This is an optimization exercise on Yosys and OpenROAD, whose aim is small area, a short achievable clock period and few clock cycles per item, not a production implementation. RTL that was checked went through simulation tests only; none was proved equivalent to the original. Function not checked in runs 1 and 4: the RTL went through the layout flow alone. No activity file was given, so power comes from the tool's default toggle rates.

==> flow/design.v <==
package orq_pkg;
	localparam int MAX_ROWS      = 16;
	localparam int MAX_ROW_BYTES = 32;
	localparam int ROW_W         = $clog2(MAX_ROWS);
	localparam int COL_W         = $clog2(MAX_ROW_BYTES);
	localparam int LEN_W         = COL_W;
	localparam int STORE_DEPTH   = MAX_ROWS * MAX_ROW_BYTES;
	localparam int STORE_AW      = $clog2(STORE_DEPTH);
	localparam int BYTE_W        = 8;
	localparam int ROWS_CFG_W    = 5;
	localparam int BYTES_CFG_W   = 6;
	localparam int OCC_W         = 5;
	localparam int APB_AW        = 3;
	localparam int APB_DW        = 32;
	localparam int REG_IDX_LSB   = 2;
	localparam logic [ROWS_CFG_W-1:0]  ROWS_RESET  = ROWS_CFG_W'(16);
	localparam logic [BYTES_CFG_W-1:0] BYTES_RESET = BYTES_CFG_W'(32);
	localparam logic ST_IDLE = 1'b0;
	localparam logic ST_DEQ  = 1'b1;
	localparam logic OP_ENQ = 1'b0;
	localparam logic OP_DEQ = 1'b1;
	localparam logic REG_ROWS      = 1'b0;
	localparam logic REG_ROW_BYTES = 1'b1;
endpackage
module orq_ram #(
	parameter int WIDTH = 8,
	parameter int DEPTH = 16
) (
	input  logic                     clk,
	input  logic                     we,
	input  logic [$clog2(DEPTH)-1:0] waddr,
	input  logic [WIDTH-1:0]         wdata,
	input  logic                     re,
	input  logic [$clog2(DEPTH)-1:0] raddr,
	output logic [WIDTH-1:0]         rdata
);
	logic [WIDTH-1:0] mem [DEPTH];
	logic [WIDTH-1:0] rdata_q;
	always_ff @(posedge clk) begin
		if (we) begin
			mem[waddr] <= wdata;
		end
		if (re) begin
			rdata_q <= mem[raddr];
		end
	end
	assign rdata = rdata_q;
endmodule
import orq_pkg::*;
module overwrite_ring_queue_of_strings_unit (
	input  logic                        clk,
	input  logic                        arst_n,
	input  logic                        psel,
	input  logic                        penable,
	input  logic                        pwrite,
	input  logic [orq_pkg::APB_AW-1:0]  paddr,
	input  logic [orq_pkg::APB_DW-1:0]  pwdata,
	output logic [orq_pkg::APB_DW-1:0]  prdata,
	output logic                        pready,
	input  logic                        req_valid,
	output logic                        req_ready,
	input  logic                        req_op,
	input  logic [orq_pkg::BYTE_W-1:0]  req_in_byte,
	input  logic                        req_has_byte,
	input  logic                        req_is_last,
	output logic                        rsp_valid,
	input  logic                        rsp_ready,
	output logic [orq_pkg::BYTE_W-1:0]  rsp_out_byte,
	output logic                        rsp_byte_valid,
	output logic                        rsp_out_last,
	output logic                        rsp_was_empty,
	output logic [orq_pkg::OCC_W-1:0]   rsp_occupancy
);
	localparam int NCOL = MAX_ROW_BYTES - 1;    
	localparam int QD   = 4;                    
	localparam int QAW  = 2;
	function automatic logic [OCC_W-1:0] eff_rows(input logic [ROWS_CFG_W-1:0] cfg);
		logic [OCC_W-1:0] r;
		if (cfg == '0) begin
			r = OCC_W'(1);
		end else if (OCC_W'(cfg) > OCC_W'(MAX_ROWS)) begin
			r = OCC_W'(MAX_ROWS);
		end else begin
			r = OCC_W'(cfg);
		end
		eff_rows = r;
	endfunction
	function automatic logic [COL_W-1:0] eff_limit(input logic [BYTES_CFG_W-1:0] cfg);
		logic [BYTES_CFG_W-1:0] c;
		c = cfg;
		if (c < BYTES_CFG_W'(2)) begin
			c = BYTES_CFG_W'(2);
		end else if (c > BYTES_CFG_W'(MAX_ROW_BYTES)) begin
			c = BYTES_CFG_W'(MAX_ROW_BYTES);
		end
		eff_limit = COL_W'(c - BYTES_CFG_W'(1));
	endfunction
	function automatic logic [ROW_W-1:0] advance(input logic [ROW_W-1:0] idx,
		input logic [OCC_W-1:0] rows);
		logic [OCC_W:0] nxt;
		nxt = (OCC_W+1)'(idx) + (OCC_W+1)'(1);
		advance = (nxt >= (OCC_W+1)'(rows)) ? '0 : ROW_W'(nxt);
	endfunction
	logic [ROWS_CFG_W-1:0]  rows_cfg_q;
	logic [BYTES_CFG_W-1:0] bytes_cfg_q;
	logic                   reg_sel;
	assign pready  = 1'b1;
	assign reg_sel = paddr[REG_IDX_LSB];
	assign prdata  = reg_sel ? APB_DW'(bytes_cfg_q) : APB_DW'(rows_cfg_q);
	always_ff @(posedge clk or negedge arst_n) begin
		if (!arst_n) begin
			rows_cfg_q  <= ROWS_RESET;
			bytes_cfg_q <= BYTES_RESET;
		end else if (psel && penable && pwrite) begin
			if (reg_sel) bytes_cfg_q <= pwdata[BYTES_CFG_W-1:0];
			else         rows_cfg_q  <= pwdata[ROWS_CFG_W-1:0];
		end
	end
	logic [OCC_W-1:0] rows;
	logic [COL_W-1:0] limit;
	assign rows  = eff_rows(rows_cfg_q);
	assign limit = eff_limit(bytes_cfg_q);
	logic             m_v, s_v;
	logic             m_op, s_op, m_hb, s_hb, m_il, s_il;
	logic [BYTE_W-1:0] m_b, s_b;
	logic             acc, consume;
	assign req_ready = !s_v;
	assign acc       = req_valid && !s_v;
	always_ff @(posedge clk or negedge arst_n) begin
		if (!arst_n) begin
			m_v <= 1'b0;
			s_v <= 1'b0;
		end else begin
			if (consume) begin
				m_v <= s_v || acc;
				s_v <= 1'b0;
			end else if (acc) begin
				if (m_v) s_v <= 1'b1;
				else     m_v <= 1'b1;
			end
		end
	end
	always_ff @(posedge clk) begin
		if (consume || !m_v) begin
			if (s_v) begin
				m_op <= s_op;
				m_b  <= s_b;
				m_hb <= s_hb;
				m_il <= s_il;
			end else begin
				m_op <= req_op;
				m_b  <= req_in_byte;
				m_hb <= req_has_byte;
				m_il <= req_is_last;
			end
		end
		if (!s_v) begin
			s_op <= req_op;
			s_b  <= req_in_byte;
			s_hb <= req_has_byte;
			s_il <= req_is_last;
		end
	end
	logic [ROW_W-1:0] head_q, tail_q;
	logic [OCC_W-1:0] held_q;
	logic [COL_W-1:0] fill_q;
	logic [LEN_W-1:0] len_mem [MAX_ROWS];
	logic             act_v, act_rd, act_empty;
	logic [ROW_W-1:0] act_row;
	logic [MAX_ROWS-1:0] act_rowhot;
	logic [NCOL-1:0]  act_colhot;
	logic [COL_W-1:0] act_k, act_rem;
	logic [OCC_W-1:0] act_occ;
	logic             q_rd    [QD];
	logic             q_empty [QD];
	logic [ROW_W-1:0] q_row   [QD];
	logic [LEN_W-1:0] q_len   [QD];
	logic [OCC_W-1:0] q_occ   [QD];
	logic [QAW-1:0]   q_wp, q_rp;
	logic [QAW:0]     q_cnt;
	logic             is_enq, is_deq, do_write, hazard, push;
	logic [COL_W-1:0] fill_new;
	logic             e_rd, e_empty;
	logic [ROW_W-1:0] e_row;
	logic [LEN_W-1:0] e_len;
	logic [OCC_W-1:0] e_occ;
	assign is_enq   = m_v && (m_op == OP_ENQ);
	assign is_deq   = m_v && (m_op == OP_DEQ);
	assign do_write = is_enq && m_hb && (fill_q < limit);
	always_comb begin
		hazard = act_v && act_rd && (act_row == tail_q) && (fill_q >= act_k);
		for (int i = 0; i < QD; i++) begin
			if (QAW'(i) - q_rp < q_cnt[QAW-1:0] || q_cnt[QAW]) begin
				if (q_rd[i] && q_row[i] == tail_q) hazard = 1'b1;
			end
		end
		hazard = hazard && do_write;
	end
	assign consume  = m_v && !hazard && !(is_deq && q_cnt == (QAW+1)'(QD));
	assign fill_new = do_write ? fill_q + COL_W'(1) : fill_q;
	assign e_empty = (held_q == '0);
	assign e_row   = head_q;
	assign e_len   = len_mem[head_q];
	assign e_rd    = !e_empty && (e_len != '0);
	assign e_occ   = e_empty ? '0 : held_q - OCC_W'(1);
	assign push    = consume && is_deq;
	always_ff @(posedge clk or negedge arst_n) begin
		if (!arst_n) begin
			head_q <= '0;
			tail_q <= '0;
			held_q <= '0;
			fill_q <= '0;
		end else if (consume) begin
			if (m_op == OP_ENQ) begin
				if (m_il) begin
					if (held_q >= rows) begin
						head_q <= advance(head_q, rows);
						held_q <= rows;
					end else begin
						held_q <= held_q + OCC_W'(1);
					end
					tail_q <= advance(tail_q, rows);
					fill_q <= '0;
				end else begin
					fill_q <= fill_new;
				end
			end else if (!e_empty) begin
				held_q <= held_q - OCC_W'(1);
				head_q <= advance(head_q, rows);
			end
		end
	end
	always_ff @(posedge clk) begin
		if (consume && is_enq && m_il) begin
			len_mem[tail_q] <= (fill_new < limit) ? fill_new : limit;
		end
	end
	logic [MAX_ROWS-1:0]             wr_row_q;
	logic [COL_W-1:0]                wr_col_q;
	logic [BYTE_W-1:0]               wr_data_q;
	logic [MAX_ROWS-1:0][NCOL-1:0][BYTE_W-1:0] mem;
	always_ff @(posedge clk or negedge arst_n) begin
		if (!arst_n) begin
			wr_row_q <= '0;
		end else begin
			for (int r = 0; r < MAX_ROWS; r++) begin
				wr_row_q[r] <= consume && do_write && (tail_q == ROW_W'(r));
			end
		end
	end
	always_ff @(posedge clk) begin
		if (consume && do_write) begin
			wr_col_q  <= fill_q;
			wr_data_q <= m_b;
		end
	end
	always_ff @(posedge clk) begin
		for (int r = 0; r < MAX_ROWS; r++) begin
			for (int c = 0; c < NCOL; c++) begin
				if (wr_row_q[r] && wr_col_q == COL_W'(c)) begin
					mem[r][c] <= wr_data_q;
				end
			end
		end
	end
	logic [BYTE_W-1:0] rd_byte;
	always_comb begin
		logic [BYTE_W-1:0] rb;
		rd_byte = '0;
		for (int r = 0; r < MAX_ROWS; r++) begin
			rb = '0;
			for (int c = 0; c < NCOL; c++) begin
				rb = rb | (mem[r][c] & {BYTE_W{act_colhot[c]}});
			end
			rd_byte = rd_byte | (rb & {BYTE_W{act_rowhot[r]}});
		end
	end
	logic out_v;
	logic out_free, beat, beat_last, act_free;
	logic q_pop, q_push, load_from_q, load_from_e;
	assign out_free  = !out_v || rsp_ready;
	assign beat      = act_v && out_free;
	assign beat_last = !act_rd || (act_rem == COL_W'(1));
	assign act_free  = !act_v || (beat && beat_last);
	assign load_from_q = act_free && (q_cnt != '0);
	assign load_from_e = act_free && (q_cnt == '0) && push;
	assign q_pop       = load_from_q;
	assign q_push      = push && !load_from_e;
	always_ff @(posedge clk or negedge arst_n) begin
		if (!arst_n) begin
			act_v <= 1'b0;
			q_wp  <= '0;
			q_rp  <= '0;
			q_cnt <= '0;
			out_v <= 1'b0;
		end else begin
			if (load_from_q || load_from_e) act_v <= 1'b1;
			else if (act_free)              act_v <= 1'b0;
			if (q_push) q_wp <= q_wp + QAW'(1);
			if (q_pop)  q_rp <= q_rp + QAW'(1);
			q_cnt <= q_cnt + (QAW+1)'(q_push) - (QAW+1)'(q_pop);
			if (beat)          out_v <= 1'b1;
			else if (rsp_ready) out_v <= 1'b0;
		end
	end
	always_ff @(posedge clk) begin
		if (q_push) begin
			q_rd[q_wp]    <= e_rd;
			q_empty[q_wp] <= e_empty;
			q_row[q_wp]   <= e_row;
			q_len[q_wp]   <= e_len;
			q_occ[q_wp]   <= e_occ;
		end
		if (load_from_q) begin
			act_rd     <= q_rd[q_rp];
			act_empty  <= q_empty[q_rp];
			act_row    <= q_row[q_rp];
			act_rem    <= q_len[q_rp];
			act_occ    <= q_occ[q_rp];
			act_k      <= '0;
			act_colhot <= NCOL'(1);
			for (int r = 0; r < MAX_ROWS; r++) act_rowhot[r] <= (q_row[q_rp] == ROW_W'(r));
		end else if (load_from_e) begin
			act_rd     <= e_rd;
			act_empty  <= e_empty;
			act_row    <= e_row;
			act_rem    <= e_len;
			act_occ    <= e_occ;
			act_k      <= '0;
			act_colhot <= NCOL'(1);
			for (int r = 0; r < MAX_ROWS; r++) act_rowhot[r] <= (e_row == ROW_W'(r));
		end else if (beat) begin
			act_k      <= act_k + COL_W'(1);
			act_rem    <= act_rem - COL_W'(1);
			act_colhot <= {act_colhot[NCOL-2:0], 1'b0};
		end
	end
	logic [BYTE_W-1:0] out_byte_q;
	logic              out_bv_q, out_last_q, out_empty_q;
	logic [OCC_W-1:0]  out_occ_q;
	always_ff @(posedge clk) begin
		if (beat) begin
			out_byte_q  <= act_rd ? rd_byte : '0;
			out_bv_q    <= act_rd;
			out_last_q  <= beat_last;
			out_empty_q <= act_empty;
			out_occ_q   <= act_occ;
		end
	end
	assign rsp_valid      = out_v;
	assign rsp_out_byte   = out_byte_q;
	assign rsp_byte_valid = out_bv_q;
	assign rsp_out_last   = out_last_q;
	assign rsp_was_empty  = out_empty_q;
	assign rsp_occupancy  = out_occ_q;
endmodule
==> flow/run.sh <==
#!/bin/bash
# synth_recipe.tcl (not shown) runs the flow's synth.tcl, then flattens the netlist and writes it again
# the make line also repeats each setting of config.mk as NAME=value (left out here)
make -C /OpenROAD-flow-scripts/flow DESIGN_CONFIG=/design/flow/config.mk WORK_HOME=/design/flow/orfs CLKGATE_MAP_FILE= SYNTH_SCRIPT=/design/flow/synth_recipe.tcl finish
==> flow/config.mk <==
export PLATFORM = sky130hd
export DESIGN_NAME = overwrite_ring_queue_of_strings_unit
export DESIGN_NICKNAME = overwrite_ring_queue_of_strings_unit
export VERILOG_FILES = /design/flow/design.v
export SDC_FILE = /design/flow/constraint.sdc
export NUM_CORES = 4
export LEC_CHECK = 0
export CAP_MARGIN = 20
export CELL_PAD_IN_SITES_DETAIL_PLACEMENT = 1
export CELL_PAD_IN_SITES_GLOBAL_PLACEMENT = 2
export CORE_MARGIN = 2
export CORE_UTILIZATION = 28
export PLACE_DENSITY = 0.4
export SLEW_MARGIN = 20
==> flow/constraint.sdc <==
create_clock -name core_clock -period 8.0 [get_ports {clk}]
set_input_delay 1.6000 -clock core_clock [delete_from_list [all_inputs] [get_ports {clk}]]
set_output_delay 1.6000 -clock core_clock [all_outputs]
set_load 0.01 [all_outputs]
==> out/results.tsv, run 1 <==
stage	metric	value	unit
drt	initialDrtViolationCount	10664	
drt	drc_errors	0	
floorplanning	die_w	755	microns
drt	wire_per_inst	43.1	microns
floorplanning	rows	275	
logic_synthesis	synth_seq_area_share	81.0	%
clocking	cts_inserted_buffers	528	
setup_path	crit_path_start_kind	register	
setup_path	crit_path_frequent_cell	ha_1	
logic_synthesis	async_flop_share	1.31	%
grt	grtUsageTotal	24.7	%
logic_synthesis	yosys.cell_types.count	66	
logic_synthesis	synth_top_area_cell	edfxtp_1	
logic_synthesis	yosysMostFrequentCell	edfxtp_1	
logic_synthesis	synth-edff-count	4184	
worst_hold_path	min_path_type	register to register	
logic_synthesis	synth_top_area_share	79.5	%
power	combPwrFrac	16.0	%
clocking	post_cts_resize_count	0	
clocking	clk_pin_slew	0.05	ns
timing	worst_hold_slack	0.415	ns
clocking	post-cts-setup-buffer-count	0	
timing	finalSetupViolCount	0	
place	numPortBuffers	48	
place	hpwl	427000	microns
timing	slew_viol_final	0	
setup_path	cp_max_fo	16	
setup_path	r2r_start	bytes_cfg_q[2]	
power	power.internal	42.3	mW
drt	vias_per_cell	5.49	
floorplanning	fp.dieH	755	microns
timing	rsz0062_at_grt	no	
clocking	cts_tree	built	
clocking	cts.sinks	4287	
logic_synthesis	syn_avg_cell_area	18.8	sq um
timing	worst_clock_skew	0.0483	ns
setup_path	crit_path_end_kind	register	
cells_and_area	drive_above_1_share	13.4	%
logic_synthesis	yosys_warnings	1	
drt	vias	92081	
power	p_sw_share	29.7	%
setup_path	slowest_stage	mux2i_2	
timing	period_needed	6.00	ns
place	place.gp.congestion	0.788	
run_status	outcome	failed layout checks	
clocking	cts_buffer_depth	4	
setup_path	slowest_delay	0.73	ns
grt	grt_pass1_wl	946000	microns
power	clkPwrFrac	39.2	%
drt	wl	722000	microns
logic_synthesis	syn_inst	8392	
cells_and_area	nets	8854	
floorplanning	start_util	28.1	%
setup_path	worstPathRequired	8.75	ns
floorplanning	io_pins	104	
worst_hold_path	worstHoldStart	m_b[7]	
power	power_density	323	nW/um^2
setup_path	critical_path.top_delay_family	compound AO/OA/AOI/OAI gates	
job	cap_violations	0	
drt	ant_nets	2	
clocking	root_buffer	clkbuf_16	
grt	grt_max_degree	179	
setup_path	crit_path_start	bytes_cfg_q[2]	
run_status	failed_checks	antenna rules	
setup_path	r2r_setup_slack	2.00	ns
logic_synthesis	synth.area.top_cells	edfxtp_1 (80%), a22o_1 (5.0%), a221oi_1 (5.0%)	
power	p_leak	58.0	nW
setup_path	critical_path_class	register to register	
power	power_frac_seq	44.9	%
power	ir_worst_vdd	0.000217	V
logic_synthesis	netlist_area	158000	sq um
timing	fin_tns_setup	0	ns
setup_path	critPathBufInv	1	
grt	grt-ovfl-total	0	
clocking	hold_buffers	0	
timing	slew_headroom	9.98	%
timing	post-route-period-util	75.0	%
clocking	cts-htree-levels	6	
timing	tightest_slew	1.34	ns
drt	dr.pass1.iters	8	
timing	hold_viol	0	
grt	antenna_found_initial	85	
cells_and_area	areaGrowthSynthToFinish	17.9	%
setup_path	arrival	6.75	ns
timing	clock.fmax	167	MHz
logic_synthesis	synth.top_cells.by_count	edfxtp_1 (4184), a22o_1 (897), a221oi_1 (896), and2_1 (505), clkbuf_1 (423)	
logic_synthesis	yosys_register_bits	4287	
power	switching_power	17.8	mW
logic_synthesis	synth_ff_type	edfxtp_1	
setup_path	crit_chain	or4_1, nand2_1, ha_1, nand2_1, a31oi_1, ha_1, o211ai_1, nor2_1, a21oi_2, and2_1, xnor2_1, inv_1, ha_1, o21ai_0, a31oi_1, o21ai_0, a21oi_1, mux2i_2	
grt	grt_pass1_vias	93561	
floorplanning	dieArea	570000	sq um
clocking	clk_latency	1.08	ns
floorplanning	core_area	562000	sq um
-- metrics by stage --
stage                     util, %  area (sq um)  power, mW  setup slack (ns)  instances
after detailed placement     30.1        169000       37.2              1.76      15696
after CTS                    33.1        186000       60.7              1.74      16629
after global routing         33.1        186000       61.8              1.53      16679
final                        33.2        186000       60.1              2.00      16778
after global placement       30.1        169000       37.0              1.67      15692
after floorplan                 -        158000       31.5             0.629       8417
-- worst paths after layout --
path / to / cells after the start
worst min register to register: wr_data_q[7] / 0
worst max register to register: len_mem[8][1] / 18
worst max-delay path: len_mem[8][1] / 18
worst min-delay path: wr_data_q[7] / 0
min in group asynchronous: out_v / 1
max in group asynchronous: wr_row_q[14] / 2
-- logic make-up (layout without fill, tap and decap cells) --
family,count (synthesis),in the layout,synth area share (%)
DFF,4287,4287,81.0
AOI/OAI and AO/OA,2185,2185,11.7
and+or+nand+nor,1092,1092,4.03
buffers and inverters,630,1364,1.59
muxes,98,98,0.980
adders and majority gates,53,53,0.425
xor gates and xnor gates,45,45,0.249
other,2,175,0.00475
-- cells in the final DEF (no fill, tap or decap), types with 20 or more instances in the layout --
cell,n
and2_1,505
clkinv_2,83
mux4_2,41
xor2_1,20
clkbuf_16,543
nor2_4,21
clkbuf_1,109
bufinv_16,37
clkdlybuf4s50_1,47
a22o_1,897
dfxtp_4,31
o21ai_0,136
nand2_1,111
and3_1,33
diode_2,148
dfrtp_1,50
edfxtp_1,4184
buf_4,285
conb_1,27
buf_12,54
ha_1,52
o21ai_1,22
clkinv_1,107
inv_1,42
mux2_2,43
xnor2_1,25
nand4_1,294
a21oi_1,51
nor2_1,47
a221oi_1,896
a222oi_1,128
-- layer usage --
| metal | global-route usage, % | routed length (microns) | share of wire (%) |
|---|---|---|---|
| met1 | 35.8 | 332000 | 46 |
| met2 | 40.3 | 340000 | 47 |
| met3 | 2.66 | 36200 | 5.0 |
| met4 | 4.89 | 14300 | 2.0 |
| met5 | 0 | 43 | 0.0060 |
-- final cells by class --
| cell class | count | area (sq um) |
|---|---|---|
| flip-flops and latches | 4287 | 128000 |
| inverters | 43 | 163 |
| fillers | 55550 | 375000 |
| clock buffers | 655 | 14000 |
| well taps | 7479 | 9360 |
| diodes | 148 | 370 |
| multi-input cells | 3500 | 27800 |
| repair buffers | 388 | 3730 |
| clock inverters | 278 | 2600 |
-- state kept, by name (all words and copies together) (netlist names), 16 cells and up --
register,cells
q_occ,20
mem,3968
q_len,20
q_row,16
act_colhot,31
len_mem,80
wr_row_q,16
act_rowhot,16
-- power groups by stage --
stage / Sequential [mW] / Combinational, mW / Clock [mW]
floorplan: 28.0 / 3.53 / 0
global placement: 27.4 / 9.61 / 0
detailed placement: 27.4 / 9.73 / 0
CTS: 27.0 / 9.75 / 24.0
global route: 27.0 / 10.0 / 24.8
finish: 27.0 / 9.61 / 23.5
==> run 2: changes to the inputs <==
--- a/flow/design.v
+++ b/flow/design.v
@@ -107,19 +107,24 @@
 	assign pready  = 1'b1;
 	assign reg_sel = paddr[REG_IDX_LSB];
 	assign prdata  = reg_sel ? APB_DW'(bytes_cfg_q) : APB_DW'(rows_cfg_q);
+	logic [OCC_W-1:0] rows;
+	logic [COL_W-1:0] limit;
 	always_ff @(posedge clk or negedge arst_n) begin
 		if (!arst_n) begin
 			rows_cfg_q  <= ROWS_RESET;
 			bytes_cfg_q <= BYTES_RESET;
+			rows        <= eff_rows(ROWS_RESET);
+			limit       <= eff_limit(BYTES_RESET);
 		end else if (psel && penable && pwrite) begin
-			if (reg_sel) bytes_cfg_q <= pwdata[BYTES_CFG_W-1:0];
-			else         rows_cfg_q  <= pwdata[ROWS_CFG_W-1:0];
+			if (reg_sel) begin
+				bytes_cfg_q <= pwdata[BYTES_CFG_W-1:0];
+				limit       <= eff_limit(pwdata[BYTES_CFG_W-1:0]);
+			end else begin
+				rows_cfg_q  <= pwdata[ROWS_CFG_W-1:0];
+				rows        <= eff_rows(pwdata[ROWS_CFG_W-1:0]);
+			end
 		end
 	end
-	logic [OCC_W-1:0] rows;
-	logic [COL_W-1:0] limit;
-	assign rows  = eff_rows(rows_cfg_q);
-	assign limit = eff_limit(bytes_cfg_q);
 	logic             m_v, s_v;
 	logic             m_op, s_op, m_hb, s_hb, m_il, s_il;
 	logic [BYTE_W-1:0] m_b, s_b;
@@ -178,26 +183,28 @@
 	logic [OCC_W-1:0] q_occ   [QD];
 	logic [QAW-1:0]   q_wp, q_rp;
 	logic [QAW:0]     q_cnt;
+	logic [QD-1:0]    q_val;
 	logic             is_enq, is_deq, do_write, hazard, push;
-	logic [COL_W-1:0] fill_new;
+	logic [COL_W-1:0] fill_new, len_new;
+	logic             fill_lt;
 	logic             e_rd, e_empty;
 	logic [ROW_W-1:0] e_row;
 	logic [LEN_W-1:0] e_len;
 	logic [OCC_W-1:0] e_occ;
 	assign is_enq   = m_v && (m_op == OP_ENQ);
 	assign is_deq   = m_v && (m_op == OP_DEQ);
-	assign do_write = is_enq && m_hb && (fill_q < limit);
+	assign fill_lt  = fill_q < limit;
+	assign do_write = is_enq && m_hb && fill_lt;
 	always_comb begin
 		hazard = act_v && act_rd && (act_row == tail_q) && (fill_q >= act_k);
 		for (int i = 0; i < QD; i++) begin
-			if (QAW'(i) - q_rp < q_cnt[QAW-1:0] || q_cnt[QAW]) begin
-				if (q_rd[i] && q_row[i] == tail_q) hazard = 1'b1;
-			end
+			if (q_val[i] && q_rd[i] && q_row[i] == tail_q) hazard = 1'b1;
 		end
 		hazard = hazard && do_write;
 	end
 	assign consume  = m_v && !hazard && !(is_deq && q_cnt == (QAW+1)'(QD));
 	assign fill_new = do_write ? fill_q + COL_W'(1) : fill_q;
+	assign len_new  = do_write ? fill_q + COL_W'(1) : (fill_lt ? fill_q : limit);
 	assign e_empty = (held_q == '0);
 	assign e_row   = head_q;
 	assign e_len   = len_mem[head_q];
@@ -232,7 +239,7 @@
 	end
 	always_ff @(posedge clk) begin
 		if (consume && is_enq && m_il) begin
-			len_mem[tail_q] <= (fill_new < limit) ? fill_new : limit;
+			len_mem[tail_q] <= len_new;
 		end
 	end
 	logic [MAX_ROWS-1:0]             wr_row_q;
@@ -292,6 +299,7 @@
 			q_wp  <= '0;
 			q_rp  <= '0;
 			q_cnt <= '0;
+			q_val <= '0;
 			out_v <= 1'b0;
 		end else begin
 			if (load_from_q || load_from_e) act_v <= 1'b1;
@@ -299,6 +307,10 @@
 			if (q_push) q_wp <= q_wp + QAW'(1);
 			if (q_pop)  q_rp <= q_rp + QAW'(1);
 			q_cnt <= q_cnt + (QAW+1)'(q_push) - (QAW+1)'(q_pop);
+			for (int i = 0; i < QD; i++) begin
+				if (q_push && q_wp == QAW'(i))     q_val[i] <= 1'b1;
+				else if (q_pop && q_rp == QAW'(i)) q_val[i] <= 1'b0;
+			end
 			if (beat)          out_v <= 1'b1;
 			else if (rsp_ready) out_v <= 1'b0;
 		end
--- a/flow/config.mk
+++ b/flow/config.mk
@@ -5,10 +5,12 @@
 export SDC_FILE = /design/flow/constraint.sdc
 export NUM_CORES = 4
 export LEC_CHECK = 0
+export ABC_CLOCK_PERIOD_IN_PS = 3500
 export CAP_MARGIN = 20
 export CELL_PAD_IN_SITES_DETAIL_PLACEMENT = 1
 export CELL_PAD_IN_SITES_GLOBAL_PLACEMENT = 2
 export CORE_MARGIN = 2
-export CORE_UTILIZATION = 28
-export PLACE_DENSITY = 0.4
+export CORE_UTILIZATION = 45
+export PLACE_DENSITY = 0.6
+export SETUP_SLACK_MARGIN = 4.4
 export SLEW_MARGIN = 20
==> out/results.tsv, run 2 <==
stage	metric	value	unit	change
run_status	outcome	finished clean		was failed layout checks
clocking	cts_inserted_buffers	452		was 528
cells_and_area	layout_commonest_cell	edfxtp_1		unchanged
clocking	root_buffer	clkbuf_16		unchanged
place	hpwl	361000	microns	was 427000 microns
cells_and_area	top_regs	mem: 3968 flops, len_mem: 80 flops, act_colhot: 31 flops		unchanged
setup_path	crit_path_start_kind	register		unchanged
logic_synthesis	netlist_area	158000	sq um	about the same
timing	tightest_slew	1.31	ns	was 1.34 ns
logic_synthesis	synth_seq_area_share	81.1	%	was 81.0%
setup_path	crit_path_frequent_cell	nand4_1		was ha_1
place	dp.cells	12775		was 15696
setup_path	slowest_delay	0.61	ns	was 0.73 ns
cells_and_area	drive_above_1_share	13.2	%	was 13.4%
logic_synthesis	synth_top_area_share	79.4	%	was 79.5%
clocking	hold_buffers	0		unchanged
logic_synthesis	synth_top_area_cell	edfxtp_1		unchanged
job	cap_violations	0		unchanged
floorplanning	fp.dieH	597	microns	was 755 microns
power	power	58.6	mW	was 60.1 mW
place	numPortBuffers	48		unchanged
setup_path	worst_r2r_path_depth	7		was 18
timing	period_needed	3.75	ns	was 6.00 ns
timing	post-route-period-util	46.9	%	was 75.0%
floorplanning	dieArea	357000	sq um	was 570000 sq um
setup_path	crit_chain	buf_16, a22o_1, a221oi_1, nand4_1, o21ai_4, nand4_1, o41a_1		was or4_1, nand2_1, ha_1, nand2_1, a31oi_1, ha_1, o211ai_1, nor2_1, a21oi_2, and2_1, xnor2_1, inv_1, ha_1, o21ai_0, a31oi_1, o21ai_0, a21oi_1, mux2i_2
setup_path	critical_path.top_delay_family	compound AO/OA/AOI/OAI gates		unchanged
setup_path	crit_path_end_kind	register		unchanged
timing	rsz0062_at_grt	yes		was no
timing	clock.fmax	267	MHz	was 167 MHz
logic_synthesis	syn_avg_cell_area	18.8	sq um	about the same
floorplanning	core_area	350000	sq um	was 562000 sq um
setup_path	crit_path_start	act_colhot[6]		was bytes_cfg_q[2]
worst_hold_path	min_path_type	register to register		unchanged
place	place.gp.congestion	0.880		was 0.788
floorplanning	die_w	597	microns	was 755 microns
floorplanning	rows	217		was 275
logic_synthesis	yosys_warnings	1		unchanged
logic_synthesis	yosysMostFrequentCell	edfxtp_1		unchanged
setup_path	arrival	4.49	ns	was 6.75 ns
setup_path	cp_max_fo	28		was 16
power	p_leak	57.4	nW	was 58.0 nW
logic_synthesis	synth.area.top_cells	edfxtp_1 (79%), a221oi_1 (5.0%), a22o_1 (5.0%)		was edfxtp_1 (80%), a22o_1 (5.0%), a221oi_1 (5.0%)
drt	drc_errors	0		unchanged
clocking	cts-htree-levels	5		was 6
setup_path	r2r_start	act_colhot[6]		was bytes_cfg_q[2]
clocking	cts_buffer_depth	4		unchanged
grt	grt_pass1_vias	92194		was 93561
logic_synthesis	async_flop_share	1.63	%	was 1.31%
clocking	cts.sinks	4301		was 4287
setup_path	rr_endpoint	out_byte_q[5]		was len_mem[8][1]
timing	worst_hold_slack	0.416	ns	was 0.415 ns
clocking	clk_pin_slew	0.06	ns	was 0.05 ns
grt	grt_pass1_wl	846000	microns	was 946000 microns
cells_and_area	areaGrowthSynthToFinish	14.7	%	was 17.9%
drt	vias	95537		was 92081
grt	grt_max_degree	210		was 179
power	ir_worst_vdd	0.000235	V	was 0.000217 V
clocking	clk_latency	1.01	ns	was 1.08 ns
grt	grtUsageTotal	35.2	%	was 24.7%
drt	dr.pass1.iters	8		unchanged
cells_and_area	nets	8805		was 8854
cells_and_area	layout_common_cells	edfxtp_1 (4184), a22o_1 (896), a221oi_1 (883), and2_1 (505), clkbuf_16 (464)		was edfxtp_1 (4184), a22o_1 (897), a221oi_1 (896), clkbuf_16 (543), and2_1 (505)
timing	finalSetupViolCount	0		unchanged
floorplanning	io_pins	104		unchanged
timing	hold_viol	0		unchanged
drt	wl	637000	microns	was 722000 microns
setup_path	cp.depth	7		was 18
setup_path	slowest_stage	nand4_1		was mux2i_2
drt	wire_per_inst	46.1	microns	was 43.1 microns
timing	fin_tns_setup	0	ns	unchanged
logic_synthesis	synth_ff_type	edfxtp_1		unchanged
setup_path	crit_end	out_byte_q[5]		was len_mem[8][1]
power	power_density	323	nW/um^2	about the same
grt	grt-ovfl-total	0		unchanged
grt	antenna_found_initial	71		was 85
logic_synthesis	syn_inst	8411		was 8392
setup_path	critPathBufInv	1		unchanged
clocking	cts_tree	built		unchanged
drt	ant_nets	0		was 2
logic_synthesis	yosys.cell_types.count	71		was 66
timing	worst_clock_skew	0.0563	ns	was 0.0483 ns
floorplanning	start_util	45.3	%	was 28.1%
drt	initialDrtViolationCount	14636		was 10664
cells_and_area	fin_cells	13812		was 16778
setup_path	r2r_setup_slack	4.25	ns	was 2.00 ns
cells_and_area	top_register	mem		unchanged
timing	slew_headroom	12.4	%	was 9.98%
logic_synthesis	synth-edff-count	4184		unchanged
logic_synthesis	yosys_register_bits	4301		was 4287
cells_and_area	largest_reg_flops	3968		unchanged
setup_path	worstPathRequired	8.74	ns	was 8.75 ns
logic_synthesis	synth.top_cells.by_count	edfxtp_1 (4184), a221oi_1 (896), a22o_1 (896), and2_1 (510), clkbuf_1 (444)		was edfxtp_1 (4184), a22o_1 (897), a221oi_1 (896), and2_1 (505), clkbuf_1 (423)
setup_path	critical_path_class	register to register		unchanged
timing	slew_viol_final	0		unchanged
drt	vias_per_cell	6.92		was 5.49
==> run 2: changes by cell type after synthesis, sizes merged, moves of 6 or more <==
cell    delta
nand2      +6
buf       -19
a21oi      -8
nand2b     +6
nor2       +9
and3      -14
dfrtp      +8
a21o       +9
dfstp      +6
clkbuf    +21
mux2i     -11
==> run 2: cell type report <==
type,instances,area (sq um)
flip-flops and latches,4301,128000
fillers,31007,168000
repair buffers,402,4430
inverters,39,146
clock inverters,250,2090
well taps,4599,5750
diodes,131,328
multi-input cells,3507,28200
clock buffers,583,12200
==> run 2: worst min path at each step <==
stage          slack, ns  cells past startpoint      endpoint        from
2_1_floorplan       0.40                      0   out_empty_q   act_empty
3_3_place_gp        0.40                      0  wr_data_q[6]      m_b[6]
3_5_place_dp        0.41                      0  out_occ_q[3]  act_occ[3]
4_1_cts             0.42                      0  wr_data_q[5]      m_b[5]
5_1_grt             0.42                      0  wr_data_q[5]      m_b[5]
6_report            0.42                      0  out_occ_q[3]  act_occ[3]
==> run 2: stage by stage <==
step                setup slack (ns)  instance area (sq um)  util, %
floorplan                      0.629                 158000        -
global placement                3.24                 165000     47.3
detailed placement              3.22                 165000     47.3
CTS                             4.16                 181000     51.7
global route                    4.24                 181000     51.9
finish                          4.25                 182000     51.9
==> run 2: timing repair <==
item                       4_1_cts  5_1_grt
pin swaps                       25       16
setup endpoints to repair      393      105
buffers inserted                47       13
gates cloned                    11        1
gates resized for setup        204       32
==> run 2: cells by family (layout without fill, tap and decap cells) <==
logic type	count (synthesis)	in the layout	synth area share [%]
AO/OA/AOI/OAI	2183	2183	11.7
AND/OR/NAND/NOR	1114	1114	4.08
flip-flops	4301	4301	81.1
XOR/XNOR	44	44	0.243
buffers and inverters	628	1274	1.58
adder cells (fa/ha/maj)	49	49	0.392
multiplexers	90	90	0.946
other	2	158	0.00474
==> run 2: power by group <==
part	switching [mW]	internal (mW)	total (mW)
clock network	8.95	11.8	20.7
logic	7.64	2.62	10.3
registers	0.646	27.0	27.6
total	17.2	41.4	58.6
==> run 2: per-layer routing <==
metal | GRT usage, % | wire length, microns | vias to the layer above
met4 | 12.5 | 24100 | 8
met1 | 50.0 | 255000 | 52260
li1 | - | - | 36415
met3 | 6.13 | 63000 | 986
met2 | 54.9 | 294000 | 5868
met5 | 0 | 56 | -
Testbench counts of run 2, summed over its fixed seeds: cycles 32,475, items 28,834.
==> run 3: changes to the inputs <==
--- a/flow/config.mk
+++ b/flow/config.mk
@@ -11,6 +11,8 @@
 export CELL_PAD_IN_SITES_GLOBAL_PLACEMENT = 2
 export CORE_MARGIN = 2
 export CORE_UTILIZATION = 45
+export CTS_CLUSTER_DIAMETER = 100
+export CTS_CLUSTER_SIZE = 25
 export PLACE_DENSITY = 0.6
 export SETUP_SLACK_MARGIN = 4.4
 export SLEW_MARGIN = 20
==> out/results.tsv, run 3 <==
stage	metric	value	unit	change
run_status	outcome	finished clean		unchanged
logic_synthesis	yosysMostFrequentCell	edfxtp_1		unchanged
logic_synthesis	syn_inst	8411		unchanged
cells_and_area	nets	8557		was 8805
setup_path	critical_path_class	input port to output pin		was register to register
timing	period_needed	3.74	ns	was 3.75 ns
timing	worst_hold_slack	0.423	ns	was 0.416 ns
timing	post-route-period-util	46.8	%	was 46.9%
logic_synthesis	yosys_warnings	1		unchanged
timing	tightest_slew	1.35	ns	was 1.31 ns
timing	rsz0062_at_grt	yes		unchanged
place	hpwl	361000	microns	unchanged
setup_path	worst_r2r_path_depth	7		unchanged
place	numPortBuffers	48		unchanged
setup_path	r2r_setup_slack	4.30	ns	was 4.25 ns
worst_hold_path	min_to	out_occ_q[3]		unchanged
clocking	clk_latency	0.99	ns	was 1.01 ns
drt	vias	93148		was 95537
worst_hold_path	hold_depth	0		unchanged
power	power.internal	34.2	mW	was 41.4 mW
setup_path	crit_path_start	paddr[2]		was act_colhot[6]
timing	clock.fmax	267	MHz	about the same
logic_synthesis	async_flop_share	1.63	%	unchanged
logic_synthesis	yosys_register_bits	4301		unchanged
drt	wl	628000	microns	was 637000 microns
floorplanning	rows	217		unchanged
grt	grtUsageTotal	34.8	%	was 35.2%
power	power_density	288	nW/um^2	was 323 nW/um^2
floorplanning	start_util	45.3	%	unchanged
logic_synthesis	netlist_area	158000	sq um	unchanged
floorplanning	fp.dieH	597	microns	unchanged
worst_hold_path	worstHoldStart	act_occ[3]		unchanged
power	combPwrFrac	20.6	%	was 17.5%
setup_path	arrival	2.14	ns	was 4.49 ns
logic_synthesis	synth_top_area_cell	edfxtp_1		unchanged
power	switching_power	15.5	mW	was 17.2 mW
logic_synthesis	syn_avg_cell_area	18.8	sq um	unchanged
logic_synthesis	yosys.cell_types.count	71		unchanged
timing	slew_headroom	9.70	%	was 12.4%
timing	hold_viol	0		unchanged
clocking	hold_buffers	0		unchanged
setup_path	r2r_start	act_colhot[20]		was act_colhot[6]
floorplanning	die_w	597	microns	unchanged
floorplanning	dieArea	357000	sq um	unchanged
timing	finalSetupViolCount	0		unchanged
cells_and_area	layout_commonest_cell	edfxtp_1		unchanged
logic_synthesis	synth_ff_type	edfxtp_1		unchanged
cells_and_area	top_register	mem		unchanged
drt	vias_per_cell	7.01		was 6.92
cells_and_area	areaGrowthSynthToFinish	9.12	%	was 14.7%
logic_synthesis	synth.area.top_cells	edfxtp_1 (79%), a221oi_1 (5.0%), a22o_1 (5.0%)		unchanged
power	clkPwrFrac	24.0	%	was 35.4%
power	p_sw_share	31.2	%	was 29.4%
floorplanning	io_pins	104		unchanged
clocking	root_buffer	clkbuf_16		unchanged
setup_path	crit_path_end_kind	output pin		was register
cells_and_area	drive_above_1_share	9.43	%	was 13.2%
cells_and_area	nFillCells	31376		was 31007
setup_path	cp_max_fo	8		was 28
timing	fin_tns_setup	0	ns	unchanged
timing	fin_ws	4.26	ns	was 4.25 ns
drt	initialDrtViolationCount	14898		was 14636
logic_synthesis	synth_seq_area_share	81.1	%	unchanged
logic_synthesis	synth.top_cells.by_count	edfxtp_1 (4184), a221oi_1 (896), a22o_1 (896), and2_1 (510), clkbuf_1 (444)		unchanged
clocking	cts_buffer_depth	4		unchanged
power	p_leak	53.0	nW	was 57.4 nW
drt	ant_nets	0		unchanged
drt	dr.pass1.iters	9		was 8
power	power_frac_seq	55.4	%	was 47.1%
cells_and_area	layout_common_cells	edfxtp_1 (4184), a22o_1 (896), a221oi_1 (883), and2_1 (503), nand4_1 (292)		was edfxtp_1 (4184), a22o_1 (896), a221oi_1 (883), and2_1 (505), clkbuf_16 (464)
logic_synthesis	synth_top_area_share	79.4	%	unchanged
setup_path	worstPathRequired	6.40	ns	was 8.74 ns
clocking	cts_tree	built		unchanged
grt	antenna_found_initial	75		was 71
clocking	cts-htree-levels	4		was 5
grt	grt_pass1_wl	835000	microns	was 846000 microns
drt	wire_per_inst	47.3	microns	was 46.1 microns
clocking	clk_pin_slew	0.10	ns	was 0.06 ns
timing	worst_clock_skew	0.0531	ns	was 0.0563 ns
place	place.gp.congestion	0.880		unchanged
drt	drc_errors	0		unchanged
cells_and_area	fin_util	49.4	%	was 51.9%
place	place_ws	3.22	ns	unchanged
grt	grt_max_degree	210		unchanged
floorplanning	core_area	350000	sq um	unchanged
clocking	cts_inserted_buffers	196		was 452
logic_synthesis	synth-edff-count	4184		unchanged
power	power	49.7	mW	was 58.6 mW
cells_and_area	largest_reg_flops	3968		unchanged
worst_hold_path	min_path_type	register to register		unchanged
job	cap_violations	0		unchanged
grt	grt-ovfl-total	0		unchanged
cells_and_area	top_regs	mem: 3968 flops, len_mem: 80 flops, act_colhot: 31 flops		unchanged
grt	grt_pass1_vias	89340		was 92194
power	ir_worst_vdd	0.000179	V	was 0.000235 V
setup_path	crit_path_start_kind	input port		was register
setup_path	rr_endpoint	out_byte_q[3]		was out_byte_q[5]
clocking	cts.sinks	4301		unchanged
timing	slew_viol_final	0		unchanged
## run 3: changes by cell type in the layout (fill, tap and decap cells not counted), sizes merged
cell / change
inv: -9
clkdlybuf4s15: -1
bufinv: -33
clkinvlp: -4
clkinv: -194
buf: +9
bufbuf: -1
clkbuf: -290
diode: -1
dlygate4sd2: +1
## run 3: metrics by stage
| stage | cells | area, sq um |
|---|---|---|
| after floorplan | 8436 | 158000 |
| after global placement | 12774 | 165000 |
| after detailed placement | 12775 | 165000 |
| after CTS | 13150 | 172000 |
| after global routing | 13209 | 173000 |
| final | 13289 | 173000 |
## run 3: per-layer routing
layer  track usage, %  vias up  routed length [microns]
met5                0        -                       97
met4             12.3       14                    22800
met3             5.14      812                    59500
met2             54.5     5414                   291000
met1             49.9    51350                   255000
li1                 -    35558                        -
## run 3: worst max-delay path by stage
stage	cells past startpoint	endpoint	slack, ns
finish	3	prdata[1]	4.26
global placement	3	prdata[1]	3.24
global route	3	prdata[4]	4.24
CTS	3	prdata[1]	4.14
detailed placement	3	prdata[1]	3.22
floorplan	0	mem[0]	0.63
## run 3: worst max-delay path, cell delays in order
cell and delay, ns:
buf_12 0.12, mux2_4 0.29, clkbuf_2 0.13
## run 3: final cells by class
cell class	count	area, sq um	area share, %
Antenna cell	130	325	0.188
Clock buffer	293	5330	3.09
Clock inverter	10	144	0.0833
Inverter	39	146	0.0847
Multi-Input combinational cell	3507	28200	16.3
Sequential cell	4301	128000	74.4
Tap cell	4599	5750	3.33
Timing Repair Buffer	410	4380	2.53
## run 3: logic make-up (layout without fill, tap and decap cells)
kind of cell               count (synthesis)  in the layout  synth area share (%)
AOI/OAI and AO/OA                       2183           2183                  11.7
xor gates and xnor gates                  44             44                 0.243
adders and majority gates                 49             49                 0.392
buffers and inverters                    628            752                  1.58
DFF                                     4301           4301                  81.1
muxes                                     90             90                 0.946
other                                      2            157               0.00474
and+or+nand+nor                         1114           1114                  4.08
## run 3: power groups by stage
stage	Clock [mW]	Combinational, mW	Sequential (mW)
floorplan	0	3.67	29.2
global placement	0	9.27	28.1
detailed placement	0	9.49	28.2
CTS	12.0	10.0	27.5
global route	12.6	10.5	27.6
finish	11.9	10.2	27.5
## run 3: timing repair
item / 4_1_cts / 5_1_grt
setup endpoints to repair: 421 / 108
resized for setup: 201 / 25
buffers inserted: 62 / 8
gates cloned: 10 / 0
pin swaps: 26 / 11
==> run 4: changes to the inputs <==
--- a/flow/design.v
+++ b/flow/design.v
@@ -243,7 +243,7 @@
 		end
 	end
 	logic [MAX_ROWS-1:0]             wr_row_q;
-	logic [COL_W-1:0]                wr_col_q;
+	logic [NCOL-1:0]                 wr_colhot_q;
 	logic [BYTE_W-1:0]               wr_data_q;
 	logic [MAX_ROWS-1:0][NCOL-1:0][BYTE_W-1:0] mem;
 	always_ff @(posedge clk or negedge arst_n) begin
@@ -257,14 +257,14 @@
 	end
 	always_ff @(posedge clk) begin
 		if (consume && do_write) begin
-			wr_col_q  <= fill_q;
+			for (int c = 0; c < NCOL; c++) wr_colhot_q[c] <= (fill_q == COL_W'(c));
 			wr_data_q <= m_b;
 		end
 	end
 	always_ff @(posedge clk) begin
 		for (int r = 0; r < MAX_ROWS; r++) begin
 			for (int c = 0; c < NCOL; c++) begin
-				if (wr_row_q[r] && wr_col_q == COL_W'(c)) begin
+				if (wr_row_q[r] && wr_colhot_q[c]) begin
 					mem[r][c] <= wr_data_q;
 				end
 			end
@@ -331,7 +331,7 @@
 			act_occ    <= q_occ[q_rp];
 			act_k      <= '0;
 			act_colhot <= NCOL'(1);
-			for (int r = 0; r < MAX_ROWS; r++) act_rowhot[r] <= (q_row[q_rp] == ROW_W'(r));
+			for (int r = 0; r < MAX_ROWS; r++) act_rowhot[r] <= q_rd[q_rp] && (q_row[q_rp] == ROW_W'(r));
 		end else if (load_from_e) begin
 			act_rd     <= e_rd;
 			act_empty  <= e_empty;
@@ -340,7 +340,7 @@
 			act_occ    <= e_occ;
 			act_k      <= '0;
 			act_colhot <= NCOL'(1);
-			for (int r = 0; r < MAX_ROWS; r++) act_rowhot[r] <= (e_row == ROW_W'(r));
+			for (int r = 0; r < MAX_ROWS; r++) act_rowhot[r] <= e_rd && (e_row == ROW_W'(r));
 		end else if (beat) begin
 			act_k      <= act_k + COL_W'(1);
 			act_rem    <= act_rem - COL_W'(1);
@@ -352,7 +352,7 @@
 	logic [OCC_W-1:0]  out_occ_q;
 	always_ff @(posedge clk) begin
 		if (beat) begin
-			out_byte_q  <= act_rd ? rd_byte : '0;
+			out_byte_q  <= rd_byte;
 			out_bv_q    <= act_rd;
 			out_last_q  <= beat_last;
 			out_empty_q <= act_empty;
==> out/results.tsv, run 4 <==
stage	metric	value	unit	change
drt	dr.pass1.iters	8		was 9
logic_synthesis	yosysMostFrequentCell	edfxtp_1		unchanged
cells_and_area	top_register	mem		unchanged
logic_synthesis	synth.area.top_cells	edfxtp_1 (79%), a22o_1 (5.0%), a221oi_1 (4.9%)		was edfxtp_1 (79%), a221oi_1 (5.0%), a22o_1 (5.0%)
floorplanning	core_area	352000	sq um	was 350000 sq um
grt	grtUsageTotal	33.5	%	was 34.8%
grt	grt_use_met1	47.7	%	was 49.9%
place	place_ws	3.20	ns	was 3.22 ns
cells_and_area	areaGrowthSynthToFinish	8.56	%	was 9.12%
clocking	cts_buffer_depth	4		unchanged
floorplanning	die_w	599	microns	was 597 microns
timing	finalSetupViolCount	0		unchanged
job	cap_violations	0		unchanged
setup_path	crit_path_end_kind	output pin		unchanged
timing	hold_viol	0		unchanged
logic_synthesis	synth_top_area_cell	edfxtp_1		unchanged
timing	tightest_slew	1.36	ns	was 1.35 ns
setup_path	r2r_start	act_colhot[24]		was act_colhot[20]
clocking	hold_buffers	0		unchanged
timing	slew_headroom	9.43	%	was 9.70%
drt	wl	610000	microns	was 628000 microns
timing	period_needed	3.75	ns	was 3.74 ns
logic_synthesis	synth_ff_type	edfxtp_1		unchanged
timing	rsz0062_at_grt	yes		unchanged
setup_path	worst_r2r_path_depth	7		unchanged
setup_path	crit_path_start_kind	input port		unchanged
grt	grtUsageMet2	53.5	%	was 54.5%
timing	fin_ws	4.25	ns	was 4.26 ns
timing	post-route-period-util	46.9	%	was 46.8%
clocking	clk_pin_slew	0.09	ns	was 0.10 ns
logic_synthesis	synth_top_area_share	79.4	%	about the same
clocking	cts-htree-levels	4		unchanged
logic_synthesis	yosys_register_bits	4327		was 4301
logic_synthesis	synth-edff-count	4210		was 4184
cells_and_area	layout_common_cells	edfxtp_1 (4210), a22o_1 (901), a221oi_1 (876), and2_1 (505), nand4_1 (297)		was edfxtp_1 (4184), a22o_1 (896), a221oi_1 (883), and2_1 (503), nand4_1 (292)
grt	grt-ovfl-total	0		unchanged
clocking	cts.sinks	4327		was 4301
worst_hold_path	hold_depth	0		unchanged
cells_and_area	nets	8540		was 8557
logic_synthesis	netlist_area	159000	sq um	was 158000 sq um
logic_synthesis	yosys_warnings	1		unchanged
drt	wire_per_inst	45.8	microns	was 47.3 microns
setup_path	worstPathRequired	6.40	ns	about the same
timing	fin_tns_setup	0	ns	unchanged
logic_synthesis	yosys.cell_types.count	63		was 71
logic_synthesis	synth_fa_ha_area_share	0.437	%	was 0.392%
logic_synthesis	synth-xor-area-share	0.253	%	was 0.243%
power	power_density	301	nW/um^2	was 288 nW/um^2
cells_and_area	largest_reg_flops	3968		unchanged
logic_synthesis	syn_inst	8471		was 8411
setup_path	critical_path_class	input port to output pin		unchanged
cells_and_area	nFillCells	31831		was 31376
clocking	clk_latency	0.99	ns	about the same
clocking	root_buffer	clkbuf_16		unchanged
timing	worst_clock_skew	0.0487	ns	was 0.0531 ns
worst_hold_path	min_path_type	register to register		unchanged
logic_synthesis	synth_seq_area_share	81.1	%	about the same
place	numPortBuffers	48		unchanged
cells_and_area	layout_commonest_cell	edfxtp_1		unchanged
timing	slew_viol_final	0		unchanged
drt	initialDrtViolationCount	14032		was 14898
clocking	cts_tree	built		unchanged
clocking	cts_inserted_buffers	197		was 196
logic_synthesis	yosys-mux-area-fraction	0.887	%	was 0.946%
setup_path	cp_max_fo	8		unchanged
floorplanning	start_util	45.2	%	was 45.3%
grt	grt_pass1_vias	89482		was 89340
grt	top_usage_layer	met2		unchanged
logic_synthesis	synth_top_family_by_area	compound AO/OA/AOI/OAI gates		unchanged
floorplanning	dieArea	358000	sq um	was 357000 sq um
logic_synthesis	synth.top_cells.by_count	edfxtp_1 (4210), a22o_1 (901), a221oi_1 (897), and2_1 (505), clkbuf_1 (462)		was edfxtp_1 (4184), a221oi_1 (896), a22o_1 (896), and2_1 (510), clkbuf_1 (444)
setup_path	r2r_setup_slack	4.26	ns	was 4.30 ns
worst_hold_path	min_to	wr_data_q[6]		was out_occ_q[3]
cells_and_area	multiInputGateArea	28100	sq um	was 28200 sq um
drt	vias	91838		was 93148
grt	grt_pass1_wl	813000	microns	was 835000 microns
drt	drc_errors	0		unchanged
place	hpwl	351000	microns	was 361000 microns
grt	met3_usage	5.28	%	was 5.14%
logic_synthesis	synth-simple-area-share	4.05	%	was 4.08%
power	p_leak	52.9	nW	was 53.0 nW
cells_and_area	drive_above_1_share	8.50	%	was 9.43%
floorplanning	fp.dieH	599	microns	was 597 microns
logic_synthesis	async_flop_share	1.62	%	was 1.63%
timing	clock.fmax	267	MHz	about the same
run_status	outcome	finished clean		unchanged
logic_synthesis	syn_avg_cell_area	18.8	sq um	about the same
worst_hold_path	worstHoldStart	m_b[6]		was act_occ[3]
cells_and_area	ff_latch_area	129000	sq um	was 128000 sq um
drt	vias_per_cell	6.89		was 7.01
floorplanning	io_pins	104		unchanged
drt	ant_nets	0		unchanged
setup_path	arrival	2.15	ns	was 2.14 ns
power	power	52.0	mW	was 49.7 mW
floorplanning	rows	218		was 217
logic_synthesis	synth_compound_area_share	11.6	%	was 11.7%
cells_and_area	top_regs	mem: 3968 flops, len_mem: 80 flops		was mem: 3968 flops, len_mem: 80 flops, act_colhot: 31 flops
setup_path	rr_endpoint	out_byte_q[0]		was out_byte_q[3]
place	place.gp.congestion	0.842		was 0.880
grt	antenna_found_initial	71		was 75
grt	grt_max_degree	218		was 210
power	ir_worst_vdd	0.000242	V	was 0.000179 V
## run 4: kinds of logic (layout without fill, tap and decap cells)
group,after synthesis,count (layout)
buf+inv,639,649
mux,88,88
simple gates,1123,1123
other cells,2,115
compound gates,2191,2191
flops,4327,4327
xor+xnor,46,46
fa+ha+maj,55,55
## run 4: worst max-delay path, cell delays in order
cell	delay (ns)
buf_12	0.12
mux2_4	0.30
buf_6	0.12
## run 4: where the power goes
group | internal (mW) | switching (mW) | leakage, nW
clock | 4.75 | 7.21 | 2.66
combinational | 2.51 | 8.48 | 11.0
sequential | 28.0 | 1.04 | 39.2
total | 35.2 | 16.7 | 52.9
## run 4: layout make-up
type | count | share of cell area, %
antenna | 88 | 0.127
clock buffer | 259 | 3.09
clock inverter | 14 | 0.0905
inverter | 47 | 0.109
multi-input combinational | 3530 | 16.3
sequential | 4327 | 74.8
tap | 4730 | 3.43
timing repair buffer | 329 | 2.08
## run 4: repair_timing
action / 4_1_cts / 5_1_grt
setup endpoints to repair: 68 / 123
resized for setup: 202 / 42
gates cloned: 2 / 2
setup buffers: 22 / 5
pin swaps: 30 / 17
## run 4: worst max path at each step
stage	slack [ns]	cells after the start	end	start
2_1_floorplan	0.63	0	mem[0]	wr_data_q[0]
3_3_place_gp	3.24	3	prdata[2]	paddr[2]
3_5_place_dp	3.20	3	prdata[4]	paddr[2]
4_1_cts	4.23	3	prdata[2]	paddr[2]
5_1_grt	4.24	3	prdata[2]	paddr[2]
6_report	4.25	3	prdata[2]	paddr[2]
## run 4: per-stage QoR
step | instance area [sq um] | std cells | util (%) | hold WS, ns
2_1_floorplan | 159000 | 8496 | - | 0.400
3_3_place_gp | 166000 | 12926 | 47.0 | 0.404
3_5_place_dp | 166000 | 12929 | 47.1 | 0.406
4_1_cts | 172000 | 13226 | 48.9 | 0.431
5_1_grt | 173000 | 13259 | 49.0 | 0.439
6_report | 173000 | 13324 | 49.0 | 0.432
## run 4: per-layer routing
metal | vias up | share of wire [%]
li1 | 35498 | -
met1 | 50507 | 41
met2 | 5092 | 47
met3 | 723 | 9.1
met4 | 18 | 3.1
met5 | - | 0.021
==> run 5: changes to the inputs <==
--- a/flow/design.v
+++ b/flow/design.v
@@ -72,8 +72,8 @@
 	output logic [orq_pkg::OCC_W-1:0]   rsp_occupancy
 );
 	localparam int NCOL = MAX_ROW_BYTES - 1;    
-	localparam int QD   = 4;                    
-	localparam int QAW  = 2;
+	localparam int QD   = 8;                    
+	localparam int QAW  = 3;
 	function automatic logic [OCC_W-1:0] eff_rows(input logic [ROWS_CFG_W-1:0] cfg);
 		logic [OCC_W-1:0] r;
 		if (cfg == '0) begin
@@ -101,26 +101,28 @@
 		nxt = (OCC_W+1)'(idx) + (OCC_W+1)'(1);
 		advance = (nxt >= (OCC_W+1)'(rows)) ? '0 : ROW_W'(nxt);
 	endfunction
-	logic [ROWS_CFG_W-1:0]  rows_cfg_q;
-	logic [BYTES_CFG_W-1:0] bytes_cfg_q;
+	logic [ROWS_CFG_W-1:0]  rows_cfg_n;
+	logic [BYTES_CFG_W-1:0] bytes_cfg_n;
 	logic                   reg_sel;
 	assign pready  = 1'b1;
 	assign reg_sel = paddr[REG_IDX_LSB];
-	assign prdata  = reg_sel ? APB_DW'(bytes_cfg_q) : APB_DW'(rows_cfg_q);
+	logic [BYTES_CFG_W-1:0] rd_cfg_n;
+	assign rd_cfg_n = reg_sel ? bytes_cfg_n : {1'b1, rows_cfg_n};
+	assign prdata   = {{(APB_DW-BYTES_CFG_W){1'b0}}, ~rd_cfg_n};
 	logic [OCC_W-1:0] rows;
 	logic [COL_W-1:0] limit;
 	always_ff @(posedge clk or negedge arst_n) begin
 		if (!arst_n) begin
-			rows_cfg_q  <= ROWS_RESET;
-			bytes_cfg_q <= BYTES_RESET;
+			rows_cfg_n  <= ~ROWS_RESET;
+			bytes_cfg_n <= ~BYTES_RESET;
 			rows        <= eff_rows(ROWS_RESET);
 			limit       <= eff_limit(BYTES_RESET);
 		end else if (psel && penable && pwrite) begin
 			if (reg_sel) begin
-				bytes_cfg_q <= pwdata[BYTES_CFG_W-1:0];
+				bytes_cfg_n <= ~pwdata[BYTES_CFG_W-1:0];
 				limit       <= eff_limit(pwdata[BYTES_CFG_W-1:0]);
 			end else begin
-				rows_cfg_q  <= pwdata[ROWS_CFG_W-1:0];
+				rows_cfg_n  <= ~pwdata[ROWS_CFG_W-1:0];
 				rows        <= eff_rows(pwdata[ROWS_CFG_W-1:0]);
 			end
 		end
@@ -179,7 +181,6 @@
 	logic             q_rd    [QD];
 	logic             q_empty [QD];
 	logic [ROW_W-1:0] q_row   [QD];
-	logic [LEN_W-1:0] q_len   [QD];
 	logic [OCC_W-1:0] q_occ   [QD];
 	logic [QAW-1:0]   q_wp, q_rp;
 	logic [QAW:0]     q_cnt;
@@ -195,12 +196,14 @@
 	assign is_deq   = m_v && (m_op == OP_DEQ);
 	assign fill_lt  = fill_q < limit;
 	assign do_write = is_enq && m_hb && fill_lt;
+	logic q_hit;
 	always_comb begin
-		hazard = act_v && act_rd && (act_row == tail_q) && (fill_q >= act_k);
+		q_hit = 1'b0;
 		for (int i = 0; i < QD; i++) begin
-			if (q_val[i] && q_rd[i] && q_row[i] == tail_q) hazard = 1'b1;
+			if (q_val[i] && q_rd[i] && q_row[i] == tail_q) q_hit = 1'b1;
 		end
-		hazard = hazard && do_write;
+		hazard = (do_write && (q_hit || (act_v && act_rd && (act_row == tail_q) &&
+			(fill_q > act_k || (fill_q == act_k && !beat))))) || (is_enq && m_il && q_hit);
 	end
 	assign consume  = m_v && !hazard && !(is_deq && q_cnt == (QAW+1)'(QD));
 	assign fill_new = do_write ? fill_q + COL_W'(1) : fill_q;
@@ -320,14 +323,13 @@
 			q_rd[q_wp]    <= e_rd;
 			q_empty[q_wp] <= e_empty;
 			q_row[q_wp]   <= e_row;
-			q_len[q_wp]   <= e_len;
 			q_occ[q_wp]   <= e_occ;
 		end
 		if (load_from_q) begin
 			act_rd     <= q_rd[q_rp];
 			act_empty  <= q_empty[q_rp];
 			act_row    <= q_row[q_rp];
-			act_rem    <= q_len[q_rp];
+			act_rem    <= len_mem[q_row[q_rp]];
 			act_occ    <= q_occ[q_rp];
 			act_k      <= '0;
 			act_colhot <= NCOL'(1);
==> out/results.tsv, run 5 <==
stage	metric	value	unit	change
clocking	cts_inserted_buffers	200		was 197
drt	initialDrtViolationCount	15256		was 14032
timing	clock.fmax	265	MHz	was 267 MHz
timing	worst_clock_skew	0.0713	ns	was 0.0487 ns
timing	slew_viol_final	0		unchanged
floorplanning	core_area	356000	sq um	was 352000 sq um
cells_and_area	largest_reg_flops	3968		unchanged
clocking	cts_buffer_depth	4		unchanged
cells_and_area	fin_util	49.5	%	was 49.0%
power	ir_worst_vdd	0.000227	V	was 0.000242 V
drt	vias_per_cell	6.92		was 6.89
place	numPortBuffers	48		unchanged
cells_and_area	top_register	mem		unchanged
clocking	hold_buffers	0		unchanged
setup_path	critical_path_class	input port to output pin		unchanged
logic_synthesis	yosysMostFrequentCell	edfxtp_1		unchanged
logic_synthesis	syn_avg_cell_area	18.6	sq um	was 18.8 sq um
clocking	clk_latency	1.00	ns	was 0.99 ns
setup_path	arrival	2.17	ns	was 2.15 ns
cells_and_area	layout_commonest_cell	edfxtp_1		unchanged
grt	grt_max_degree	195		was 218
logic_synthesis	yosys.cell_types.count	63		unchanged
clocking	cts_tree	built		unchanged
grt	met3_usage	4.96	%	was 5.28%
grt	grt_pass1_wl	834000	microns	was 813000 microns
job	cap_violations	0		unchanged
run_status	failed_checks	antenna rules		
grt	grt_pass1_vias	91701		was 89482
floorplanning	rows	219		was 218
drt	ant_nets	1		was 0
drt	wire_per_inst	45.9	microns	was 45.8 microns
setup_path	crit_path_frequent_cell	buf_12		
logic_synthesis	async_flop_share	1.77	%	was 1.62%
logic_synthesis	synth_top_area_cell	edfxtp_1		unchanged
grt	grtUsageTotal	33.9	%	was 33.5%
logic_synthesis	syn_inst	8661		was 8471
power	power	50.7	mW	was 52.0 mW
logic_synthesis	synth_ff_type	edfxtp_1		unchanged
floorplanning	fp.dieH	603	microns	was 599 microns
floorplanning	dieArea	363000	sq um	was 358000 sq um
grt	top_usage_layer	met2		unchanged
timing	fin_tns_setup	0	ns	unchanged
worst_hold_path	min_path_type	register to register		unchanged
logic_synthesis	synth-edff-count	4234		was 4210
cells_and_area	nets	8834		was 8540
timing	rsz0062_at_grt	yes		unchanged
drt	vias	94752		was 91838
clocking	root_buffer	clkbuf_16		unchanged
setup_path	cp_max_fo	5		was 8
place	hpwl	358000	microns	was 351000 microns
clocking	clk_pin_slew	0.09	ns	about the same
floorplanning	start_util	45.3	%	was 45.2%
cells_and_area	areaGrowthSynthToFinish	9.40	%	was 8.56%
power	p_leak	54.5	nW	was 52.9 nW
clocking	cts-htree-levels	4		unchanged
cells_and_area	fin_cells	13692		was 13324
place	place.gp.congestion	0.846		was 0.842
cells_and_area	top_regs	mem: 3968 flops, len_mem: 80 flops, q_occ: 40 flops		was mem: 3968 flops, len_mem: 80 flops
logic_synthesis	synth.area.top_cells	edfxtp_1 (79%), a22o_1 (4.9%), a221oi_1 (4.9%)		was edfxtp_1 (79%), a22o_1 (5.0%), a221oi_1 (4.9%)
timing	period_needed	3.77	ns	was 3.75 ns
timing	finalSetupViolCount	0		unchanged
cells_and_area	nFillCells	31942		was 31831
logic_synthesis	synth.top_cells.by_count	edfxtp_1 (4234), a22o_1 (905), a221oi_1 (900), and2_1 (499), clkbuf_1 (430)		was edfxtp_1 (4210), a22o_1 (901), a221oi_1 (897), and2_1 (505), clkbuf_1 (462)
logic_synthesis	yosys_register_bits	4358		was 4327
drt	drc_errors	0		unchanged
cells_and_area	layout_common_cells	edfxtp_1 (4234), a22o_1 (905), a221oi_1 (871), and2_1 (497), nand4_1 (305)		was edfxtp_1 (4210), a22o_1 (901), a221oi_1 (876), and2_1 (505), nand4_1 (297)
grt	antenna_found_initial	79		was 71
power	power_density	287	nW/um^2	was 301 nW/um^2
drt	wl	629000	microns	was 610000 microns
clocking	cts.sinks	4358		was 4327
timing	post-route-period-util	47.1	%	was 46.9%
run_status	outcome	failed layout checks		was finished clean
timing	worst_hold_slack	0.401	ns	was 0.432 ns
setup_path	slowest_delay	0.20	ns	was 0.30 ns
setup_path	crit_path_end_kind	output pin		unchanged
setup_path	worstPathRequired	6.40	ns	about the same
setup_path	slowest_stage	mux2i_4		was mux2_4
logic_synthesis	netlist_area	161000	sq um	was 159000 sq um
logic_synthesis	yosys_warnings	1		unchanged
timing	slew_headroom	20.9	%	was 9.43%
timing	hold_viol	0		unchanged
setup_path	crit_path_start_kind	input port		unchanged
floorplanning	die_w	603	microns	was 599 microns
setup_path	crit_chain	buf_12, buf_12, mux2i_4, buf_2		was buf_12, mux2_4, buf_6
timing	tightest_slew	1.17	ns	was 1.36 ns
floorplanning	io_pins	104		unchanged
grt	grt-ovfl-total	0		unchanged
logic_synthesis	synth_seq_area_share	80.6	%	was 81.1%
place	dp.cells	13174		was 12929
grt	grt_use_met1	48.5	%	was 47.7%
grt	grtUsageMet2	53.5	%	about the same
logic_synthesis	synth_top_area_share	78.8	%	was 79.4%
drt	dr.pass1.iters	8		unchanged
cells_and_area	drive_above_1_share	9.70	%	was 8.50%
-- run 5: cell count changes after synthesis, sizes merged, moves of 13 or more --
cell,before,now
buf,130,170
clkbuf,462,431
nand2,139,156
mux4,37,52
mux2i,12,38
nand3,13,26
and3,2,37
edfxtp,4210,4234
-- run 5: worst max-delay path: cells and delay by family --
family,cells,cell delay [ns]
muxes,1,0.20
buffers and inverters,3,0.37
-- run 5: metal layers --
metal | vias up | share of wire [%]
met2 | 5497 | 47
li1 | 36553 | -
met1 | 51915 | 40
met4 | 14 | 3.3
met3 | 773 | 9.3
met5 | - | 0.013
-- run 5: worst paths after layout --
kind | start | end | slack (ns) | cells past startpoint
min in group asynchronous | arst_n | q_rp[1] | 0.50 | 1
max | paddr[2] | prdata[2] | 4.23 | 4
max in group asynchronous | arst_n | wr_row_q[3] | 6.18 | 2
min reg2reg | act_occ[2] | out_occ_q[2] | 0.40 | 0
min | act_occ[2] | out_occ_q[2] | 0.40 | 0
max reg2reg | act_colhot[10] | out_byte_q[6] | 4.23 | 8
-- run 5: power by group --
part	switching (mW)	internal [mW]
logic	7.83	2.60
registers	0.822	27.4
clock network	7.32	4.78
total	16.0	34.8
-- run 5: cells by family after synthesis --
family | after synthesis | share of synthesized area [%]
buffers and inverters | 654 | 1.62
flip-flops | 4358 | 80.6
AO/OA/AOI/OAI | 2226 | 11.6
multiplexers | 120 | 1.18
XOR/XNOR | 58 | 0.315
adder cells (fa/ha/maj) | 63 | 0.493
AND/OR/NAND/NOR | 1180 | 4.19
other | 2 | 0.00465
-- run 5: layout make-up --
cell class	instances	area, sq um	area share, %
flip-flops and latches	4358	130000	73.7
well taps	4751	5940	3.37
inverters	53	204	0.116
clock buffers	257	5340	3.02
clock inverters	19	234	0.133
diodes	149	373	0.211
repair buffers	430	4880	2.76
multi-input cells	3675	29400	16.6
-- run 5: metrics by stage --
step	worst slack (ns)	area, sq um
final	4.23	177000
after global placement	3.02	168000
after global routing	4.21	176000
after CTS	4.20	176000
after floorplan	0.629	162000
after detailed placement	2.99	168000
-- run 5: repair_timing --
| item | CTS | global route |
|---|---|---|
| buffers inserted | 49 | 28 |
| gates resized for setup | 245 | 38 |
| gates cloned | 11 | 3 |
| setup endpoints to repair | 221 | 106 |
| pin swaps | 24 | 16 |
Testbench counts of run 5, summed over its fixed seeds: cycles 31,319, items 28,834.

==> port drivers added, routing unchanged <==
The flow's constraints put no driver on any port. The routed layouts listed below were extracted and timed again, unchanged, in two steps. Step 1 sets driving cells, clkbuf_16 on the clock port and buf_2 on the other inputs (assumed; they add their load-dependent delay and slew). Step 2 moves the port delays by t, midway between the first and last clock arrival at a register: inputs arrive t later, outputs are due t later. That takes back most of the time a late clock gives input paths. Three values: ideal ports, drivers, drivers and shift; two values: the first two.
run | t (ns) | setup WS [ns] | slew at the worst register clock pin (ns)
run 1 | 1.175 | 1.997 / 1.997 / 1.997 | 0.06 / 0.06
run 2 | 1.110 | 4.249 / 4.208 / 3.589 | 0.07 / 0.07
run 3 | 1.091 | 4.259 / 4.208 / 3.628 | 0.12 / 0.12
run 4 | 1.075 | 4.248 / 4.182 / 3.643 | 0.11 / 0.11
run 5 | 1.091 | 4.232 / 4.172 / 3.641 | 0.12 / 0.12
For run 2, which loses most, drivers alone change the setup slack by -0.041 ns; drivers and shift together by -0.660 ns.
